Context: an optimization exercise on an open-source flow, tuned for small area and a short achievable clock period. The choices shown serve that exercise and are no tape-out recipe. Only simulation tests tie the RTL to the original design; equivalence was not proved.

==> trial 42: inputs <==
// pe_pipelined
module pe_pipelined #(
    parameter int unsigned W_DEPTH = 4,
    parameter int unsigned PIPE    = 2,
    localparam int unsigned ADDR_W = (W_DEPTH > 1) ? $clog2(W_DEPTH) : 1
) (
    input  logic              clk,
    input  logic              reset,
    input  logic              load_cfg,
    input  logic [2:0]        load_op,
    input  logic              load_wen,
    input  logic [ADDR_W-1:0] load_addr,
    input  logic [31:0]       load_data,
    input  logic              in_valid,
    output logic              in_ready,
    input  logic [31:0]       a,
    input  logic [31:0]       b,
    input  logic [31:0]       c,
    output logic              out_valid,
    input  logic              out_ready,
    output logic [31:0]       out_data,
    output logic              busy
);
Settings: LEC_CHECK=0, ABC_AREA=1, CAP_MARGIN=20, CORE_MARGIN=2, CORE_UTILIZATION=50, CTS_BUF_LIST=sky130_fd_sc_hd__clkbuf_8, SLEW_MARGIN=20, SYNTH_HIERARCHICAL=1; clock period 30.0 ns.
standard.sh (not shown) runs the stock make flow with config.mk's settings and CLKGATE_MAP_FILE= SYNTH_SCRIPT=/design/flow/synth_recipe.tcl, a recipe that flattens the netlist after the stock synthesis.
==> flow/flow/run.sh <==
#!/bin/bash
set -euo pipefail
export SETUP_SLACK_MARGIN=17
export TNS_END_PERCENT=5
export BUFFER_PORTS_ARGS="-buffer_cell sky130_fd_sc_hd__buf_1"
bash standard.sh > standard_make.log 2>&1
==> trial 57 (differences from trial 42) <==
--- a/flow/design.v
+++ b/flow/design.v
@@ -7,30 +7,26 @@
 );
     assign s  = ~(~(a ^ b) ^ c);
     assign co = ~((~a & ~b) | (~a & ~c) | (~b & ~c));
 endmodule
 module pe_fma_pre (
     input  logic [31:0] x,
     input  logic [31:0] y,
     output logic [22:0] mx,
+    output logic [22:0] my,
     output logic        hx,
-    output logic [12:0] bo,      
-    output logic [11:0] bt,      
-    output logic [11:0] bn,      
+    output logic        hy,
     output logic [9:0]  pe,      
     output logic        ps,
     output logic        pnan,    
     output logic        pinf,    
     output logic        pzero    
 );
     logic [7:0] ex, ey;
-    logic [22:0] my;
-    logic       hy;
-    logic [25:-1] yb;
     logic       xnan, ynan, xinf, yinf, xz, yz;
     always_comb begin
         ex    = x[30:23];
         ey    = y[30:23];
         mx    = x[22:0];
         my    = y[22:0];
         hx    = |ex;
         hy    = |ey;
@@ -40,30 +36,23 @@
         xinf  = (&ex) && !(|mx);
         yinf  = (&ey) && !(|my);
         xz    = !hx && !(|mx);
         yz    = !hy && !(|my);
         pnan  = xnan || ynan || ((xinf || yinf) && (xz || yz));
         pinf  = (xinf || yinf) && !pnan;
         pzero = (xz || yz) && !pnan && !pinf;
         pe    = 10'({2'b0, ex[7:1], ex[0] | !hx}) + 10'({2'b0, ey[7:1], ey[0] | !hy}) - 10'd100;
-        yb    = {2'b0, hy, my, 1'b0};
-        for (int i = 0; i < 13; i++) bo[i] = yb[2*i] ^ yb[2*i-1];
-        for (int i = 0; i < 12; i++) begin
-            bt[i] = (yb[2*i+1] & ~yb[2*i] & ~yb[2*i-1]) | (~yb[2*i+1] & yb[2*i] & yb[2*i-1]);
-            bn[i] = yb[2*i+1];
-        end
     end
 endmodule
 module pe_fma_core (
     input  logic [22:0] mx,
+    input  logic [22:0] my,
     input  logic        hx,
-    input  logic [12:0] bo,
-    input  logic [11:0] bt,
-    input  logic [11:0] bn,
+    input  logic        hy,
     input  logic [9:0]  pe,
     input  logic        ps,
     input  logic        pnan,
     input  logic        pinf,
     input  logic        pzero,
     input  logic [31:0] z,
     input  logic        byp,
     output logic [31:0] r
@@ -86,54 +75,57 @@
         ast = 1'b0;
         for (int j = 0; j < 24; j++)
             if (sh[6:0] >= 7'(53 + j)) ast = ast | zs[j];
         if (sh[9]) ast = 1'b0;
         if (shbig) ast = |zs;
     end
     wire        clamp = sh[9] && (|zs);
     wire [78:0] ad = {2'b0, al[76:1], al[0] | ast} ^ {79{sub}};
+    wire [25:-1] yb = {2'b0, hy, my, 1'b0};
     wire [24:-1] xb = {1'b0, hx, mx, 1'b0};
-    wire bo0 = bo[0];
-    wire bt0 = bt[0];
-    wire bn0 = bn[0];
-    wire bo1 = bo[1];
-    wire bt1 = bt[1];
-    wire bn1 = bn[1];
-    wire bo2 = bo[2];
-    wire bt2 = bt[2];
-    wire bn2 = bn[2];
-    wire bo3 = bo[3];
-    wire bt3 = bt[3];
-    wire bn3 = bn[3];
-    wire bo4 = bo[4];
-    wire bt4 = bt[4];
-    wire bn4 = bn[4];
-    wire bo5 = bo[5];
-    wire bt5 = bt[5];
-    wire bn5 = bn[5];
-    wire bo6 = bo[6];
-    wire bt6 = bt[6];
-    wire bn6 = bn[6];
-    wire bo7 = bo[7];
-    wire bt7 = bt[7];
-    wire bn7 = bn[7];
-    wire bo8 = bo[8];
-    wire bt8 = bt[8];
-    wire bn8 = bn[8];
-    wire bo9 = bo[9];
-    wire bt9 = bt[9];
-    wire bn9 = bn[9];
-    wire bo10 = bo[10];
-    wire bt10 = bt[10];
-    wire bn10 = bn[10];
-    wire bo11 = bo[11];
-    wire bt11 = bt[11];
-    wire bn11 = bn[11];
-    wire bo12 = bo[12];
+    wire bo0 = yb[0] ^ yb[-1];
+    wire bt0 = (yb[1] & ~yb[0] & ~yb[-1]) | (~yb[1] & yb[0] & yb[-1]);
+    wire bn0 = yb[1];
+    wire bo1 = yb[2] ^ yb[1];
+    wire bt1 = (yb[3] & ~yb[2] & ~yb[1]) | (~yb[3] & yb[2] & yb[1]);
+    wire bn1 = yb[3];
+    wire bo2 = yb[4] ^ yb[3];
+    wire bt2 = (yb[5] & ~yb[4] & ~yb[3]) | (~yb[5] & yb[4] & yb[3]);
+    wire bn2 = yb[5];
+    wire bo3 = yb[6] ^ yb[5];
+    wire bt3 = (yb[7] & ~yb[6] & ~yb[5]) | (~yb[7] & yb[6] & yb[5]);
+    wire bn3 = yb[7];
+    wire bo4 = yb[8] ^ yb[7];
+    wire bt4 = (yb[9] & ~yb[8] & ~yb[7]) | (~yb[9] & yb[8] & yb[7]);
+    wire bn4 = yb[9];
+    wire bo5 = yb[10] ^ yb[9];
+    wire bt5 = (yb[11] & ~yb[10] & ~yb[9]) | (~yb[11] & yb[10] & yb[9]);
+    wire bn5 = yb[11];
+    wire bo6 = yb[12] ^ yb[11];
+    wire bt6 = (yb[13] & ~yb[12] & ~yb[11]) | (~yb[13] & yb[12] & yb[11]);
+    wire bn6 = yb[13];
+    wire bo7 = yb[14] ^ yb[13];
+    wire bt7 = (yb[15] & ~yb[14] & ~yb[13]) | (~yb[15] & yb[14] & yb[13]);
+    wire bn7 = yb[15];
+    wire bo8 = yb[16] ^ yb[15];
+    wire bt8 = (yb[17] & ~yb[16] & ~yb[15]) | (~yb[17] & yb[16] & yb[15]);
+    wire bn8 = yb[17];
+    wire bo9 = yb[18] ^ yb[17];
+    wire bt9 = (yb[19] & ~yb[18] & ~yb[17]) | (~yb[19] & yb[18] & yb[17]);
+    wire bn9 = yb[19];
+    wire bo10 = yb[20] ^ yb[19];
+    wire bt10 = (yb[21] & ~yb[20] & ~yb[19]) | (~yb[21] & yb[20] & yb[19]);
+    wire bn10 = yb[21];
+    wire bo11 = yb[22] ^ yb[21];
+    wire bt11 = (yb[23] & ~yb[22] & ~yb[21]) | (~yb[23] & yb[22] & yb[21]);
+    wire bn11 = yb[23];
+    wire bo12 = yb[24] ^ yb[23];
+    wire bt12 = (yb[25] & ~yb[24] & ~yb[23]) | (~yb[25] & yb[24] & yb[23]);
+    wire bn12 = yb[25];
     wire pp0_0 = ((bo0 & xb[0]) | (bt0 & xb[-1])) ^ bn0;
     wire pp0_1 = ((bo0 & xb[1]) | (bt0 & xb[0])) ^ bn0;
     wire pp0_2 = ((bo0 & xb[2]) | (bt0 & xb[1])) ^ bn0;
     wire pp0_3 = ((bo0 & xb[3]) | (bt0 & xb[2])) ^ bn0;
     wire pp0_4 = ((bo0 & xb[4]) | (bt0 & xb[3])) ^ bn0;
     wire pp0_5 = ((bo0 & xb[5]) | (bt0 & xb[4])) ^ bn0;
     wire pp0_6 = ((bo0 & xb[6]) | (bt0 & xb[5])) ^ bn0;
     wire pp0_7 = ((bo0 & xb[7]) | (bt0 & xb[6])) ^ bn0;
@@ -2512,44 +2504,40 @@
     localparam logic [31:0] FP_ONE   = 32'h3F80_0000;
     localparam logic [31:0] FP_NZERO = 32'h8000_0000;
     logic [2:0]        cfg;
     logic [31:0]       wbank [W_DEPTH];
     logic [W_DEPTH-1:0] wvalid;     
     logic [ADDR_W-1:0] wptr;
     logic              accv;        
     logic              v1, v2;
-    logic [22:0]       s1_mx;
-    logic [12:0]       s1_bo;
-    logic [11:0]       s1_bt, s1_bn;
-    logic              s1_hx, s1_ps, s1_pnan, s1_pinf, s1_pzero;
+    logic [22:0]       s1_mx, s1_my;
+    logic              s1_hx, s1_hy, s1_ps, s1_pnan, s1_pinf, s1_pzero;
     logic [9:0]        s1_pe;
     logic [31:0]       s1_z;
     logic              s1_byp, s1_acc;
     logic [31:0]       dat;
     logic              stall, accept;
     logic [31:0]       x_in, y_in, z_in;
     logic              byp_in;
-    logic [22:0]       p_mx;
-    logic [12:0]       p_bo;
-    logic [11:0]       p_bt, p_bn;
-    logic              p_hx, p_ps, p_pnan, p_pinf, p_pzero;
+    logic [22:0]       p_mx, p_my;
+    logic              p_hx, p_hy, p_ps, p_pnan, p_pinf, p_pzero;
     logic [9:0]        p_pe;
     logic [31:0]       fma_res;
     assign stall     = v2 && !out_ready;
     assign in_ready  = !stall && !load_cfg && !load_wen;
     assign accept    = in_valid && in_ready;
     assign out_valid = v2;
     assign out_data  = dat;
     pe_fma_pre u_pre (
-        .x(x_in), .y(y_in), .mx(p_mx), .hx(p_hx), .bo(p_bo), .bt(p_bt), .bn(p_bn),
+        .x(x_in), .y(y_in), .mx(p_mx), .my(p_my), .hx(p_hx), .hy(p_hy),
         .pe(p_pe), .ps(p_ps), .pnan(p_pnan), .pinf(p_pinf), .pzero(p_pzero)
     );
     pe_fma_core u_core (
-        .mx(s1_mx), .hx(s1_hx), .bo(s1_bo), .bt(s1_bt), .bn(s1_bn), .pe(s1_pe), .ps(s1_ps),
+        .mx(s1_mx), .my(s1_my), .hx(s1_hx), .hy(s1_hy), .pe(s1_pe), .ps(s1_ps),
         .pnan(s1_pnan), .pinf(s1_pinf), .pzero(s1_pzero), .z(s1_z), .byp(s1_byp),
         .r(fma_res)
     );
     always_comb begin : operand_sel
         x_in   = a;
         y_in   = FP_ONE;
         z_in   = b;
         byp_in = 1'b0;
@@ -2623,20 +2611,19 @@
                 v2 <= v1;
             end
             busy <= stall || accept || v1;
         end
     end
     always_ff @(posedge clk) begin : data_regs
         if (accept) begin
             s1_mx    <= p_mx;
-            s1_bo    <= p_bo;
-            s1_bt    <= p_bt;
-            s1_bn    <= p_bn;
+            s1_my    <= p_my;
             s1_hx    <= p_hx;
+            s1_hy    <= p_hy;
             s1_pe    <= p_pe;
             s1_ps    <= p_ps;
             s1_pnan  <= p_pnan;
             s1_pinf  <= p_pinf;
             s1_pzero <= p_pzero;
             s1_z     <= z_in;
             s1_byp   <= byp_in;
         end
==> flow/flow/run.sh (replaced) <==
#!/bin/bash
set -euo pipefail
export SETUP_SLACK_MARGIN=16.5
export TNS_END_PERCENT=5
export BUFFER_PORTS_ARGS="-buffer_cell sky130_fd_sc_hd__buf_1"
bash standard.sh > standard_make.log 2>&1
--- a/flow/config.mk
+++ b/flow/config.mk
@@ -5,10 +5,11 @@
 export SDC_FILE = /design/flow/constraint.sdc
 export NUM_CORES = 4
 export LEC_CHECK = 0
 export ABC_AREA = 1
 export CAP_MARGIN = 20
 export CORE_MARGIN = 2
 export CORE_UTILIZATION = 50
 export CTS_BUF_LIST = sky130_fd_sc_hd__clkbuf_8
+export CTS_CLUSTER_SIZE = 24
 export SLEW_MARGIN = 20
 export SYNTH_HIERARCHICAL = 1
==> metrics.md <==
| Metric | Value |
|---|---|
| Fmax | 78.2 MHz |
| Synth cell count leaders | nand2_1 (1,557), nand3_1 (625), inv_1 (598) |
| Nets | 6,799 |
| Routed wl met3 | 24,600 um |
| Final worst path period need | 12.78 ns |
| Multi-In Gates | 4,782 |
| Outcome | no timing/DRC/antenna violations |
| Critical Path RT | 30.32 ns |
| Initial antenna violation count | 13 |
| Slew @ Worst Pin | 1.23 ns |
| Row count | 107 |
[end of results for trial 42]
==> metrics.md <==
| Metric | Value |
|---|---|
| Multi-In Gates | 4,853 |
| Critical Path RT | 30.33 ns |
| Final worst path period need | 13.08 ns |
| Outcome | no timing/DRC/antenna violations |
| Mean Syn Cell Area | 6.95 um2 |
| Initial antenna violation count | 12 |
| Nets | 6,770 |
| Layout cell share with drive strength beyond 1 | 10.5% |
| Synth cell count leaders | nand2_1 (1,656), nand3_1 (618), inv_1 (576) |
| Row count | 106 |
| Worst Path Buf+Inv | 11 |
[end of results for trial 57]

static timing again, ports no longer ideal:
In the flow no input, the clock included, has a driving cell. The finished layouts below were timed again as built, in two steps.
Step 1: set_driving_cell puts a clkbuf_16 on clk and a buf_2 on each other input, an assumption about the parent block.
Step 2 times the ports against the registers' clock, not the clock port: input delays grow and output delays shrink by t, the midpoint of the rising clock arrivals with the driver on.
Three values: ideal, step 1, step 2; two values: the first two.
run	shift t [ns]	setup WS [ns]	worst setup path after step 2	latest minus earliest clock arrival (ns)
trial 42	0.628	17.219 / 17.219 / 17.219	register to register	0.033 / 0.034
trial 57	0.656	16.917 / 16.917 / 16.917	register to register	0.036 / 0.036
After both steps every run listed still meets setup and hold.
